From an optimization exercise on the open Yosys and OpenROAD flow, aimed at a short achievable clock period and few clock cycles per item; shortcuts taken in it are not production practice.
In this exercise RTL edits were held to simulation tests only and were not proved equivalent to the original.
Power and IR drop assume default switching activity.

<file path="design/flow/design.v">
`timescale 1ns/1ps
`default_nettype none
package cpu_pkg;
  localparam int XLEN       = 32;
  localparam int REG_ADDR_W = 5;
  typedef logic [XLEN-1:0]       word_t;
  typedef logic [REG_ADDR_W-1:0] reg_addr_t;
  localparam word_t BOOT_ADDR = '0;
  typedef enum logic [6:0] {
    OP     = 7'b0110011,
    OP_IMM = 7'b0010011,
    LOAD   = 7'b0000011,
    STORE  = 7'b0100011,
    BRANCH = 7'b1100011
  } opcode_e;
  localparam logic [2:0] F3_ADD_SUB = 3'b000;
  localparam logic [2:0] F3_SLT     = 3'b010;
  localparam logic [2:0] F3_XOR     = 3'b100;
  localparam logic [2:0] F3_OR      = 3'b110;
  localparam logic [2:0] F3_AND     = 3'b111;
  localparam logic [2:0] F3_BEQ = 3'b000;
  localparam logic [2:0] F3_BNE = 3'b001;
  typedef enum logic [2:0] {
    ALU_ADD,
    ALU_SUB,
    ALU_AND,
    ALU_OR,
    ALU_XOR,
    ALU_SLT
  } alu_op_e;
  typedef enum logic [1:0] {
    FWD_RF,
    FWD_MEM,
    FWD_WB
  } fwd_sel_e;
endpackage
`default_nettype wire
`timescale 1ns/1ps
`default_nettype none
module if_stage (
  input  logic [31:0] instr_i,
  input  logic [31:0] pc_i,
  input  logic        stall_i,
  input  logic        loop_exit_i,  
  output logic        pred_o,
  output logic [31:0] next_o,       
  output logic [31:0] alt_o         
);
  logic        is_br;
  logic        same;
  logic        pred;
  logic        neg;
  logic [12:0] bimm;
  logic [13:0] tgt_lo;
  logic        c;
  logic [31:0] pc4;
  logic [18:0] pc_hi, hi_p1, hi_m1;
  logic [18:0] tgt_hi1, tgt_hi0;    
  logic [18:0] next_hi1, next_hi0, alt_hi1, alt_hi0;
  assign is_br = (instr_i[6:0] == 7'b1100011);
  assign same  = (instr_i[19:15] == instr_i[24:20]);
  assign pred  = is_br && (same ? !instr_i[12] :
                                  (instr_i[31] ? !loop_exit_i : instr_i[12]));
  assign neg   = instr_i[31];
  assign bimm   = {instr_i[31], instr_i[7], instr_i[30:25], instr_i[11:8], 1'b0};
  assign tgt_lo = {1'b0, pc_i[12:0]} + {1'b0, bimm};
  assign c      = tgt_lo[13];
  assign pc4   = pc_i + 32'd4;
  assign pc_hi = pc_i[31:13];
  assign hi_p1 = pc_hi + 19'd1;
  assign hi_m1 = pc_hi - 19'd1;
  assign tgt_hi1 = neg ? pc_hi : hi_p1;
  assign tgt_hi0 = neg ? hi_m1 : pc_hi;
  assign next_hi1 = stall_i ? pc_hi : (pred ? tgt_hi1 : pc4[31:13]);
  assign next_hi0 = stall_i ? pc_hi : (pred ? tgt_hi0 : pc4[31:13]);
  assign alt_hi1  = pred ? pc4[31:13] : tgt_hi1;
  assign alt_hi0  = pred ? pc4[31:13] : tgt_hi0;
  assign next_o[31:13] = c ? next_hi1 : next_hi0;
  assign alt_o[31:13]  = c ? alt_hi1 : alt_hi0;
  assign next_o[12:0]  = stall_i ? pc_i[12:0] : (pred ? tgt_lo[12:0] : pc4[12:0]);
  assign alt_o[12:0]   = pred ? pc4[12:0] : tgt_lo[12:0];
  assign pred_o        = pred;
endmodule
module if_rs_decode (
  input  logic [31:0] instr_i,
  output logic [31:1] rs1_oh_o,
  output logic [31:1] rs2_oh_o
);
  always_comb begin
    for (int i = 1; i < 32; i++) begin
      rs1_oh_o[i] = (instr_i[19:15] == 5'(i));
      rs2_oh_o[i] = (instr_i[24:20] == 5'(i));
    end
  end
endmodule
`default_nettype wire
module loop_lookup #(
  parameter int N = 4
) (
  input  logic [10:0]    tag_i,
  input  logic [N-1:0]   valid_i,
  input  logic [N*11-1:0] tags_i,
  input  logic [N*4-1:0] cur_i,
  input  logic [N*4-1:0] trip_i,
  input  logic [N-1:0]   trip_valid_i,
  output logic           hit_o,
  output logic [N-1:0]   hit_oh_o,
  output logic           exit_o
);
  always_comb begin
    exit_o = 1'b0;
    for (int e = 0; e < N; e++) begin
      hit_oh_o[e] = valid_i[e] && (tags_i[e*11 +: 11] == tag_i);
      if (hit_oh_o[e] && trip_valid_i[e] && (cur_i[e*4 +: 4] == trip_i[e*4 +: 4])) begin
        exit_o = 1'b1;
      end
    end
    hit_o = |hit_oh_o;
  end
endmodule
`timescale 1ns/1ps
`default_nettype none
module id_stage (
  input  logic [31:0]      instr_i,
  input  logic [31:1]      rs1_oh_i,
  input  logic [31:1]      rs2_oh_i,
  input  logic [31*32-1:0] regs_i,
  input  logic             byp1_i,      
  input  logic             byp2_i,      
  input  logic [31:0]      wb_res_i,
  input  logic             ex_we_i,
  input  logic [4:0]       ex_rd_i,
  output logic [31:0]      addr_o,      
  output logic [31:0]      a_o,         
  output logic [31:0]      b_o,         
  output logic [31:0]      s_o,         
  output logic             eq_o,        
  output logic             fwd_a_o,     
  output logic             fwd_b_o,     
  output logic             fwd_s_o,     
  output logic             writes_o,    
  output logic             load_o,
  output logic             store_o,
  output logic             branch_o,
  output logic             bne_o,
  output logic             sub_o,
  output logic             add_o,
  output logic             slt_o,
  output logic             xor_o,
  output logic             or_o,
  output logic             and_o
);
  logic [6:0]  opc;
  logic [2:0]  f3;
  logic [4:0]  rs1, rs2, rd;
  logic        is_op, is_opimm, is_load, is_store, is_br;
  logic [31:0] imm_i, imm_s;
  logic [31:0] rs1_val, rs2_val, b_val;
  logic        sub;
  assign opc = instr_i[6:0];
  assign f3  = instr_i[14:12];
  assign rs1 = instr_i[19:15];
  assign rs2 = instr_i[24:20];
  assign rd  = instr_i[11:7];
  assign is_op    = (opc == 7'b0110011);
  assign is_opimm = (opc == 7'b0010011);
  assign is_load  = (opc == 7'b0000011);
  assign is_store = (opc == 7'b0100011);
  assign is_br    = (opc == 7'b1100011);
  assign imm_i = {{20{instr_i[31]}}, instr_i[31:20]};
  assign imm_s = {{20{instr_i[31]}}, instr_i[31:25], instr_i[11:7]};
  always_comb begin
    sub    = 1'b0;
    add_o  = 1'b0;
    slt_o  = 1'b0;
    xor_o  = 1'b0;
    or_o   = 1'b0;
    and_o  = 1'b0;
    if (is_op || is_opimm) begin
      case (f3)
        3'b000:  begin add_o = 1'b1; sub = is_op && instr_i[30]; end
        3'b010:  begin slt_o = 1'b1; sub = 1'b1; end
        3'b100:  xor_o = 1'b1;
        3'b110:  or_o  = 1'b1;
        3'b111:  and_o = 1'b1;
        default: ;
      endcase
    end
  end
  reg_file rd1_i (
    .regs_i(regs_i), .sel_oh_i(rs1_oh_i), .byp_i(byp1_i),
    .byp_data_i(wb_res_i), .data_o(rs1_val)
  );
  reg_file rd2_i (
    .regs_i(regs_i), .sel_oh_i(rs2_oh_i), .byp_i(byp2_i),
    .byp_data_i(wb_res_i), .data_o(rs2_val)
  );
  assign b_val = (is_op || is_br) ? rs2_val : imm_i;
  assign addr_o   = rs1_val + (is_store ? imm_s : imm_i);
  assign a_o      = rs1_val;
  assign b_o      = sub ? ~b_val : b_val;
  assign s_o      = rs2_val;
  assign eq_o     = (rs1_val == rs2_val);
  assign fwd_a_o  = ex_we_i && (ex_rd_i == rs1);
  assign fwd_s_o  = ex_we_i && (ex_rd_i == rs2);
  assign fwd_b_o  = fwd_s_o && (is_op || is_br);
  assign writes_o = (is_op || is_opimm || is_load) && (rd != 5'd0);
  assign load_o   = is_load;
  assign store_o  = is_store;
  assign branch_o = is_br;
  assign bne_o    = f3[0];
  assign sub_o    = sub;
endmodule
`default_nettype wire
`timescale 1ns/1ps
`default_nettype none
module reg_file (
  input  logic [31*32-1:0] regs_i,
  input  logic [31:1]      sel_oh_i,
  input  logic             byp_i,
  input  logic [31:0]      byp_data_i,
  output logic [31:0]      data_o
);
  logic [31:0] v;
  always_comb begin
    v = '0;
    for (int i = 1; i < 32; i++) begin
      v = v | (regs_i[(i-1)*32 +: 32] & {32{sel_oh_i[i]}});
    end
  end
  assign data_o = byp_i ? byp_data_i : v;
endmodule
`default_nettype wire
`timescale 1ns/1ps
`default_nettype none
module ex_stage (
  input  logic [31:0] a_i,
  input  logic [31:0] b_i,
  input  logic [31:0] fwd_i,
  input  logic        fwd_a_i,
  input  logic        fwd_b_i,
  input  logic        sub_i,
  input  logic        add_i,
  input  logic        slt_i,
  input  logic        xor_i,
  input  logic        or_i,
  input  logic        and_i,
  output logic [31:0] res_o
);
  logic [31:0] op_a, op_b;
  logic [32:0] sum;
  logic        lt;
  assign op_a = fwd_a_i ? fwd_i : a_i;
  assign op_b = fwd_b_i ? (fwd_i ^ {32{sub_i}}) : b_i;
  assign sum  = {op_a, 1'b1} + {op_b, sub_i};
  assign lt   = (op_a[31] != op_b[31]) ? sum[32] : op_a[31];
  assign res_o = ({32{add_i}} & sum[32:1])
               | ({32{slt_i}} & {31'd0, lt})
               | ({32{xor_i}} & (op_a ^ op_b))
               | ({32{or_i}}  & (op_a | op_b))
               | ({32{and_i}} & (op_a & op_b));
endmodule
module ex_branch (
  input  logic [31:0] a_i,
  input  logic [31:0] b_i,
  input  logic [31:0] fwd_i,
  input  logic        fwd_a_i,
  input  logic        fwd_b_i,
  input  logic        eq_i,         
  input  logic        bne_i,
  input  logic        pred_i,
  input  logic        branch_i,
  output logic        taken_o,
  output logic        mispredict_o
);
  logic eq;
  always_comb begin
    case ({fwd_a_i, fwd_b_i})
      2'b00:   eq = eq_i;
      2'b10:   eq = (fwd_i == b_i);
      2'b01:   eq = (a_i == fwd_i);
      default: eq = 1'b1;
    endcase
  end
  assign taken_o      = eq ^ bne_i;
  assign mispredict_o = branch_i && (taken_o != pred_i);
endmodule
`default_nettype wire
`timescale 1ns/1ps
`default_nettype none
module hazard_unit (
  input  logic [31:0] instr_i,      
  input  logic        id_valid_i,
  input  logic        id_writes_i,  
  input  logic [4:0]  id_rd_i,
  input  logic        stall_i,
  input  logic        mispredict_i,
  output logic        stall_d_o
);
  logic mem_op;
  assign mem_op    = (instr_i[6:0] == 7'b0000011) || (instr_i[6:0] == 7'b0100011);
  assign stall_d_o = !mispredict_i && !stall_i && id_valid_i && id_writes_i && mem_op &&
                     (id_rd_i == instr_i[19:15]);
endmodule
`default_nettype wire
`timescale 1ns/1ps
`default_nettype none
module cpu_top (
  input  logic           clk,
  input  logic           rst_n_i,
  input  cpu_pkg::word_t instr_i,
  input  cpu_pkg::word_t dmem_rdata_i,
  output cpu_pkg::word_t imem_addr_o,
  output cpu_pkg::word_t dmem_addr_o,
  output cpu_pkg::word_t dmem_wdata_o,
  output logic           dmem_rd_o,
  output logic           dmem_wr_o
);
  logic [31:0] pc_q;
  logic        id_valid_q;
  logic [31:0] id_instr_q;
  logic        id_pred_q;
  logic [31:0] id_alt_pc_q;     
  logic [31:1] id_rs1_oh_q;
  logic [31:1] id_rs2_oh_q;
  logic        id_byp1_q;       
  logic        id_byp2_q;
  logic [10:0] id_tag_q;        
  logic        ex_we_q;         
  logic        ex_load_q;       
  logic        ex_store_q;      
  logic        ex_branch_q;
  logic [4:0]  ex_rd_q;
  logic [31:0] ex_addr_q;
  logic [31:0] ex_wdata_q;
  logic [31:0] ex_a_q;
  logic [31:0] ex_b_q;
  logic        ex_fa_q;
  logic        ex_fb_q;
  logic        ex_eq_q;
  logic        ex_sub_q;
  logic        ex_add_q;
  logic        ex_slt_q;
  logic        ex_xor_q;
  logic        ex_or_q;
  logic        ex_and_q;
  logic        ex_bne_q;
  logic        ex_pred_q;
  logic [31:0] ex_alt_pc_q;
  logic [10:0] ex_tag_q;
  logic        ex_loop_q;       
  localparam int LP_N = 4;
  logic [LP_N-1:0]    lp_valid_q;
  logic [LP_N*11-1:0] lp_tag_q;
  logic [LP_N*4-1:0]  lp_cur_q;
  logic [LP_N*4-1:0]  lp_trip_q;
  logic [LP_N-1:0]    lp_trip_valid_q;
  logic [1:0]         lp_next_q;    
  logic        wb_we_q;
  logic [4:0]  wb_rd_q;
  logic [31:0] wb_res_q;
  logic [31:0] rf [1:31];
  logic [31*32-1:0] rf_flat;
  always_comb begin
    for (int i = 1; i < 32; i++) begin
      rf_flat[(i-1)*32 +: 32] = rf[i];
    end
  end
  assign imem_addr_o  = pc_q;
  assign dmem_addr_o  = ex_addr_q;
  assign dmem_wdata_o = ex_wdata_q;
  assign dmem_rd_o    = ex_load_q;
  assign dmem_wr_o    = ex_store_q;
  logic stall;
  logic mispredict;
  logic        if_pred;
  logic [31:0] if_next;
  logic [31:0] if_alt;
  logic [31:0] pc_d;
  logic [31:1] if_rs1_oh, if_rs2_oh;
  logic lp_exit;
  logic lp_if_hit;
  logic [LP_N-1:0] lp_if_hit_oh;
  loop_lookup #(.N(LP_N)) lp_if_i (
    .tag_i(pc_q[12:2]), .valid_i(lp_valid_q), .tags_i(lp_tag_q), .cur_i(lp_cur_q),
    .trip_i(lp_trip_q), .trip_valid_i(lp_trip_valid_q), .hit_o(lp_if_hit),
    .hit_oh_o(lp_if_hit_oh), .exit_o(lp_exit)
  );
  if_stage if_stage_i (
    .instr_i(instr_i), .pc_i(pc_q), .stall_i(stall), .loop_exit_i(lp_exit),
    .pred_o(if_pred), .next_o(if_next),
    .alt_o(if_alt)
  );
  if_rs_decode if_rs_decode_i (
    .instr_i(instr_i), .rs1_oh_o(if_rs1_oh), .rs2_oh_o(if_rs2_oh)
  );
  assign pc_d = mispredict ? ex_alt_pc_q : if_next;
  always_ff @(posedge clk or negedge rst_n_i) begin
    if (!rst_n_i) begin
      pc_q <= '0;
    end else begin
      pc_q <= pc_d;
    end
  end
  always_ff @(posedge clk or negedge rst_n_i) begin
    if (!rst_n_i) begin
      id_valid_q <= 1'b0;
    end else if (mispredict) begin
      id_valid_q <= 1'b0;
    end else if (!stall) begin
      id_valid_q <= 1'b1;
    end
  end
  always_ff @(posedge clk) begin
    if (!stall) begin
      id_byp1_q <= ex_we_q && (ex_rd_q == instr_i[19:15]);
      id_byp2_q <= ex_we_q && (ex_rd_q == instr_i[24:20]);
    end else begin
      id_byp1_q <= ex_we_q && (ex_rd_q == id_instr_q[19:15]);
      id_byp2_q <= ex_we_q && (ex_rd_q == id_instr_q[24:20]);
    end
  end
  always_ff @(posedge clk) begin
    if (!stall) begin
      id_instr_q  <= instr_i;
      id_tag_q    <= pc_q[12:2];
      id_pred_q   <= if_pred;
      id_alt_pc_q <= if_alt;
      id_rs1_oh_q <= if_rs1_oh;
      id_rs2_oh_q <= if_rs2_oh;
    end
  end
  logic [31:0] id_addr, id_a, id_b, id_s;
  logic        id_eq, id_fa, id_fb, id_fs;
  logic        id_writes, id_load, id_store, id_branch, id_bne;
  logic        id_sub, id_add, id_slt, id_xor, id_or, id_and;
  logic [31:0] alu_res;
  id_stage id_stage_i (
    .instr_i(id_instr_q), .rs1_oh_i(id_rs1_oh_q), .rs2_oh_i(id_rs2_oh_q), .regs_i(rf_flat),
    .byp1_i(id_byp1_q), .byp2_i(id_byp2_q), .wb_res_i(wb_res_q),
    .ex_we_i(ex_we_q), .ex_rd_i(ex_rd_q),
    .addr_o(id_addr), .a_o(id_a), .b_o(id_b), .s_o(id_s), .eq_o(id_eq),
    .fwd_a_o(id_fa), .fwd_b_o(id_fb), .fwd_s_o(id_fs),
    .writes_o(id_writes), .load_o(id_load), .store_o(id_store), .branch_o(id_branch),
    .bne_o(id_bne), .sub_o(id_sub), .add_o(id_add), .slt_o(id_slt), .xor_o(id_xor),
    .or_o(id_or), .and_o(id_and)
  );
  logic stall_d;
  hazard_unit hazard_unit_i (
    .instr_i(instr_i), .id_valid_i(id_valid_q), .id_writes_i(id_writes),
    .id_rd_i(id_instr_q[11:7]), .stall_i(stall), .mispredict_i(mispredict),
    .stall_d_o(stall_d)
  );
  always_ff @(posedge clk or negedge rst_n_i) begin
    if (!rst_n_i) begin
      stall <= 1'b0;
    end else begin
      stall <= stall_d;
    end
  end
  logic id_go;
  assign id_go = id_valid_q && !stall && !mispredict;
  always_ff @(posedge clk or negedge rst_n_i) begin
    if (!rst_n_i) begin
      ex_we_q     <= 1'b0;
      ex_load_q   <= 1'b0;
      ex_store_q  <= 1'b0;
      ex_branch_q <= 1'b0;
    end else begin
      ex_we_q     <= id_go && id_writes;
      ex_load_q   <= id_go && id_load;
      ex_store_q  <= id_go && id_store;
      ex_branch_q <= id_go && id_branch;
    end
  end
  always_ff @(posedge clk) begin
    ex_rd_q     <= id_instr_q[11:7];
    ex_addr_q   <= id_addr;
    ex_wdata_q  <= id_fs ? alu_res : id_s;
    ex_a_q      <= id_a;
    ex_b_q      <= id_b;
    ex_fa_q     <= id_fa;
    ex_fb_q     <= id_fb;
    ex_eq_q     <= id_eq;
    ex_sub_q    <= id_sub;
    ex_add_q    <= id_add;
    ex_slt_q    <= id_slt;
    ex_xor_q    <= id_xor;
    ex_or_q     <= id_or;
    ex_and_q    <= id_and;
    ex_bne_q    <= id_bne;
    ex_pred_q   <= id_pred_q;
    ex_alt_pc_q <= id_alt_pc_q;
    ex_tag_q    <= id_tag_q;
    ex_loop_q   <= id_instr_q[31] && (id_instr_q[19:15] != id_instr_q[24:20]);
  end
  logic [31:0] alu_core;
  logic        ex_taken;
  ex_stage ex_stage_i (
    .a_i(ex_a_q), .b_i(ex_b_q), .fwd_i(wb_res_q), .fwd_a_i(ex_fa_q), .fwd_b_i(ex_fb_q),
    .sub_i(ex_sub_q), .add_i(ex_add_q), .slt_i(ex_slt_q), .xor_i(ex_xor_q), .or_i(ex_or_q),
    .and_i(ex_and_q), .res_o(alu_core)
  );
  assign alu_res = alu_core | ({32{ex_load_q}} & dmem_rdata_i);
  ex_branch ex_branch_i (
    .a_i(ex_a_q), .b_i(ex_b_q), .fwd_i(wb_res_q), .fwd_a_i(ex_fa_q), .fwd_b_i(ex_fb_q),
    .eq_i(ex_eq_q), .bne_i(ex_bne_q), .pred_i(ex_pred_q), .branch_i(ex_branch_q),
    .taken_o(ex_taken), .mispredict_o(mispredict)
  );
  logic            lp_ex_hit;
  logic [LP_N-1:0] lp_ex_hit_oh;
  logic            lp_ex_exit_unused;
  loop_lookup #(.N(LP_N)) lp_ex_i (
    .tag_i(ex_tag_q), .valid_i(lp_valid_q), .tags_i(lp_tag_q), .cur_i(lp_cur_q),
    .trip_i(lp_trip_q), .trip_valid_i(lp_trip_valid_q), .hit_o(lp_ex_hit),
    .hit_oh_o(lp_ex_hit_oh), .exit_o(lp_ex_exit_unused)
  );
  always_ff @(posedge clk or negedge rst_n_i) begin
    if (!rst_n_i) begin
      lp_valid_q      <= '0;
      lp_tag_q        <= '0;
      lp_cur_q        <= '0;
      lp_trip_q       <= '0;
      lp_trip_valid_q <= '0;
      lp_next_q       <= '0;
    end else if (ex_branch_q && ex_loop_q) begin
      if (!lp_ex_hit) begin
        lp_next_q <= lp_next_q + 2'd1;
      end
      for (int e = 0; e < LP_N; e++) begin
        if (lp_ex_hit_oh[e]) begin
          if (ex_taken) begin
            if (lp_cur_q[e*4 +: 4] != 4'hf) lp_cur_q[e*4 +: 4] <= lp_cur_q[e*4 +: 4] + 4'd1;
          end else begin
            lp_trip_q[e*4 +: 4]  <= lp_cur_q[e*4 +: 4];
            lp_trip_valid_q[e]   <= (lp_cur_q[e*4 +: 4] != 4'hf);
            lp_cur_q[e*4 +: 4]   <= 4'd0;
          end
        end else if (!lp_ex_hit && (lp_next_q == 2'(e))) begin
          lp_valid_q[e]        <= 1'b1;
          lp_tag_q[e*11 +: 11] <= ex_tag_q;
          lp_cur_q[e*4 +: 4]   <= {3'd0, ex_taken};
          lp_trip_q[e*4 +: 4]  <= 4'd0;
          lp_trip_valid_q[e]   <= !ex_taken;
        end
      end
    end
  end
  always_ff @(posedge clk or negedge rst_n_i) begin
    if (!rst_n_i) begin
      wb_we_q <= 1'b0;
    end else begin
      wb_we_q <= ex_we_q;
    end
  end
  always_ff @(posedge clk) begin
    wb_rd_q  <= ex_rd_q;
    wb_res_q <= alu_res;
  end
  always_ff @(posedge clk or negedge rst_n_i) begin
    if (!rst_n_i) begin
      for (int i = 1; i < 32; i++) begin
        rf[i] <= '0;
      end
    end else if (wb_we_q) begin
      rf[wb_rd_q] <= wb_res_q;
    end
  end
endmodule
`default_nettype wire
</file>
<file path="design/flow/run.sh">
#!/bin/bash
# synth_recipe.tcl (not shown) runs the flow's synth.tcl, then flattens the netlist and writes it again
# the make line also repeats each setting of config.mk as NAME=value (left out here)
make -C /OpenROAD-flow-scripts/flow DESIGN_CONFIG=/design/flow/config.mk WORK_HOME=/design/flow/orfs CLKGATE_MAP_FILE= SYNTH_SCRIPT=/design/flow/synth_recipe.tcl finish
</file>
<file path="design/flow/config.mk">
export PLATFORM = sky130hd
export DESIGN_NAME = cpu_top
export DESIGN_NICKNAME = cpu_top
export VERILOG_FILES = /design/flow/design.v
export SDC_FILE = /design/flow/constraint.sdc
export NUM_CORES = 4
export LEC_CHECK = 0
export CAP_MARGIN = 20
export CORE_MARGIN = 2
export CORE_UTILIZATION = 35
export SETUP_SLACK_MARGIN = 2.8
export SLEW_MARGIN = 20
export SYNTH_HIERARCHICAL = 1
export TNS_END_PERCENT = 20
</file>
<file path="design/flow/constraint.sdc">
create_clock -name core_clock -period 6.3 [get_ports {clk}]
set_input_delay 1.2600 -clock core_clock [delete_from_list [all_inputs] [get_ports {clk}]]
set_output_delay 1.2600 -clock core_clock [all_outputs]
set_load 0.01 [all_outputs]
</file>
==> impl_metrics.py <==
metrics = {
    "power": {
        "p_sw_share_pct": 26.4,
        "combinationalPowerShare_pct": 10.0,
        "clkPwrFrac_pct": 43.3,
        "power_density_nw_per_um2": 251,
        "seqPwrFrac_pct": 46.7,
        "internal-power_w": 0.0167,
        "irDropWorstVdd_v": 0.000302,
        "p_leak_nw": 39.5,
        "p_switching_w": 0.00597,
        "power.total_w": 0.0226,
    },
    "logic_synthesis": {
        "synthCells": 6474,
        "ys_warn_count": 13,
        "synth_area_per_cell_um2": 11.8,
        "syn_nets": 6664,
        "synth_area_um2": 76500,
    },
    "cells_and_area": {
        "post_route_cells_drive_above_1_share_pct": 32.2,
        "layout.nets": 6796,
        "fin_area_um2": 90100,
        "final-instance-count-excl-fill": 9598,
        "fill_cells": 20200,
        "syn2layout_area_growth_pct": 17.7,
    },
    "sta": {
        "finalHoldViolations": 0,
        "finalCritPeriodShare_pct": 64.5,
        "fin_crit_ns": 4.06,
        "relSlewSlack_pct": 25.7,
        "rsz0062_at_grt": "yes",
        "fmax_mhz": 246,
        "final_max_slew_viol_count": 0,
        "finalSetupViolations": 0,
        "finalClockSkew_ns": 0.0444,
        "worstMarginPinSlew_ns": 1.11,
        "tns_ns": 0,
        "setup_ws_ns": 2.24,
    },
    "worst_setup_path": {
        "crit_type": "reg2reg",
        "start_kind": "flip-flop",
        "cp.arrival_ns": 4.76,
        "cp-end-kind": "flip-flop",
        "reg2reg_to": "ex_addr_q[10]$_DFF_P_",
        "cp_max_fo": 13,
        "worst_ep_required_time_ns": 7.00,
        "ff2ff_path_depth": 13,
        "r2r_slack_ns": 2.24,
        "rr_startpoint": "id_rs1_oh_q[12]$_DFFE_PN_",
    },
    "global_routing": {
        "grt_pass1_vias": 59000,
        "grt_use_met3_pct": 7.07,
        "grtUsageMet1_pct": 34.0,
        "grt-ovfl-total": 0,
        "grt_pass1_wl_um": 417000,
        "grt_most_used_layer": "met2",
        "grt_max_degree": 146,
        "antenna_found_initial": 14,
        "grtUsageMet2_pct": 36.4,
        "grt_usage_pct": 25.3,
    },
    "placed_design": {
        "dpl.hpwl_um": 179000,
        "place_area_um2": 80400,
        "dp_cells": 9117,
        "io_buffers": 163,
        "place_congestion": 0.967,
        "dp_worst_setup_slack_ns": 1.37,
    },
    "run_status": {
        "run_status": "finished clean",
    },
    "route": {
        "ant_nets": 0,
        "avgRoutedWirePerCell_um": 30.6,
        "wirelength_um": 294000,
        "via_per_inst": 6.28,
        "first_iter_violations": 7807,
        "route.detailed.drc": 0,
        "vias": 60300,
        "drt-pass1-iter-count": 8,
    },
    "floorplanning": {
        "num_rows": 171,
        "io_pins": 164,
        "die-area_um2": 222000,
        "chipWidth_um": 472,
        "core_um2": 217000,
        "initial_core_util_pct": 35.2,
        "die_h_um": 472,
    },
    "clock_network": {
        "hold_buffers": 0,
        "htreeDepth": 4,
        "insertion_delay_ns": 0.83,
        "clock-root-buffer": "clkbuf_16",
        "tritoncts": "built",
        "cts_buffer_depth": 3,
        "clkTransAtPathRegs_ns": 0.06,
        "cts_num_sinks": 1482,
        "cts-buffers-inserted": 163,
    },
    "min_path": {
        "hold_path.startpoint": "id_tag_q[9]$_DFFE_PN_",
        "holdPathEnd": "ex_tag_q[9]$_DFF_P_",
        "worst_hold_path.num_cells": 0,
        "hold_path_class": "reg2reg",
    },
    "run": {
        "cap_violations": 0,
    },
}
critical path, stage by stage, from the launching register on:
cell and delay, ns:
edfxtp_1 0.49, buf_12 0.20, a22o_1 0.19, a221oi_1 0.24
nand4_1 0.57, o32a_4 0.58, ha_4 0.28, nor2b_4 0.14
o2111ai_4 0.26, buf_6 0.15, nand2_4 0.08, a221o_1 0.32
a21oi_1 0.19, xnor2_1 0.24
metrics by stage:
step / hold WS, ns / utilization (%)
floorplan: 0.323 / -
global placement: 0.324 / 37.0
detailed placement: 0.327 / 37.0
CTS: 0.341 / 40.4
global route: 0.345 / 41.4
finish: 0.340 / 41.4
timing repair:
| action | CTS | global route |
|---|---|---|
| pin swaps | 93 | 103 |
| buffers inserted | 108 | 54 |
| gates cloned | 5 | 9 |
| resized for setup | 187 | 311 |
| endpoints found under the setup margin | 241 | 192 |
power by group through the flow:
stage	Clock (W)	Combinational [W]	Sequential, W
floorplan	0	0.00157	0.0104
global placement	0	0.00206	0.0107
detailed placement	0	0.00210	0.0107
CTS	0.00990	0.00219	0.0106
global route	0.0103	0.00246	0.0106
finish	0.00979	0.00227	0.0106
routing by layer:
| metal | part of all wire, % | wire length (um) |
|---|---|---|
| met1 | 40 | 119000 |
| met2 | 42 | 123000 |
| met3 | 11 | 31800 |
| met4 | 6.8 | 19900 |
| met5 | 0.035 | 103 |
registers in the layout (all words and copies together), names as in the netlist, 16 cells and up:
register,flops
lp_cur_q,16
pc_q,32
ex_alt_pc_q,32
id_instr_q,32
id_rs2_oh_q,31
ex_a_q,32
ex_addr_q,32
id_alt_pc_q,32
wb_res_q,32
rf,992
lp_trip_q,16
lp_tag_q,44
id_rs1_oh_q,31
ex_wdata_q,32
ex_b_q,32
cell usage in the layout (no fill, tap or decap), types with 22 or more instances in the layout:
master	instances
and3_1	25
a21o_1	57
a21oi_1	223
a22oi_1	325
a21oi_2	36
edfxtp_1	138
dfxtp_1	216
nor3_1	38
clkbuf_8	35
a22o_1	319
dfrtp_1	1105
nand2_1	182
o21ai_1	23
xnor2_1	213
a221oi_2	108
o32a_1	47
nand3_1	105
clkbuf_1	43
mux2_2	1105
xor2_1	143
ha_1	71
clkbuf_16	178
mux2i_1	73
buf_4	266
buf_12	44
a221oi_1	214
inv_1	109
ha_4	40
nor2_1	212
clkdlybuf4s50_1	161
buf_6	26
nand4_1	187
nor4_1	22
o21ai_0	79
area by class of cell:
| type | count | area (um2) | share of cell area (%) |
|---|---|---|---|
| multi-input combinational | 4326 | 38600 | 42.9 |
| sequential | 1482 | 36700 | 40.7 |
| timing repair buffer | 520 | 5300 | 5.89 |
| clock buffer | 246 | 4860 | 5.39 |
| tap | 2854 | 3570 | 3.96 |
| clock inverter | 53 | 572 | 0.635 |
| inverter | 113 | 428 | 0.475 |
| antenna | 4 | 10.0 | 0.0111 |
how the worst max path moves through the flow:
| stage | from | cells after the start | end | slack [ns] |
|---|---|---|---|---|
| floorplan | instr_i[8] | 12 | pc_q[21]$_DFF_PN0_ | 2.61 |
| global placement | id_rs1_oh_q[17]$_DFFE_PN_ | 13 | ex_addr_q[30]$_DFF_P_ | 1.43 |
| detailed placement | id_rs1_oh_q[17]$_DFFE_PN_ | 13 | ex_addr_q[13]$_DFF_P_ | 1.37 |
| CTS | id_rs1_oh_q[24]$_DFFE_PN_ | 15 | ex_addr_q[21]$_DFF_P_ | 2.31 |
| global route | id_rs1_oh_q[21]$_DFFE_PN_ | 15 | ex_addr_q[26]$_DFF_P_ | 2.14 |
| finish | id_rs1_oh_q[12]$_DFFE_PN_ | 13 | ex_addr_q[10]$_DFF_P_ | 2.24 |
Testbench counts, summed over its fixed seeds: cycles 110,451, instrs 106,229.

re-timing with driven ports:
No port has a modelled driver above. Below, the same layout with a new extraction and two added sets of constraints.
Step 1 assumes that a clkbuf_16 drives the clock port and a buf_2 every other input.
Step 2 adds t to the input delays and takes it off the output delays; t is the mean of the earliest and latest rising clock arrival at the registers after step 1. Input paths then give back, and output paths get back, about the clock's delay inside the block.
Three values: ideal, step 1, step 2; two values: the first two.
t, ns: 0.895
setup WS [ns]: 2.236 / 2.236 / 1.889
cell pins on the clock port's net: 1
After both steps setup and hold are still met in this run. The setup slack of this run moves by 0.000 ns with the drivers and by -0.347 ns with both steps.
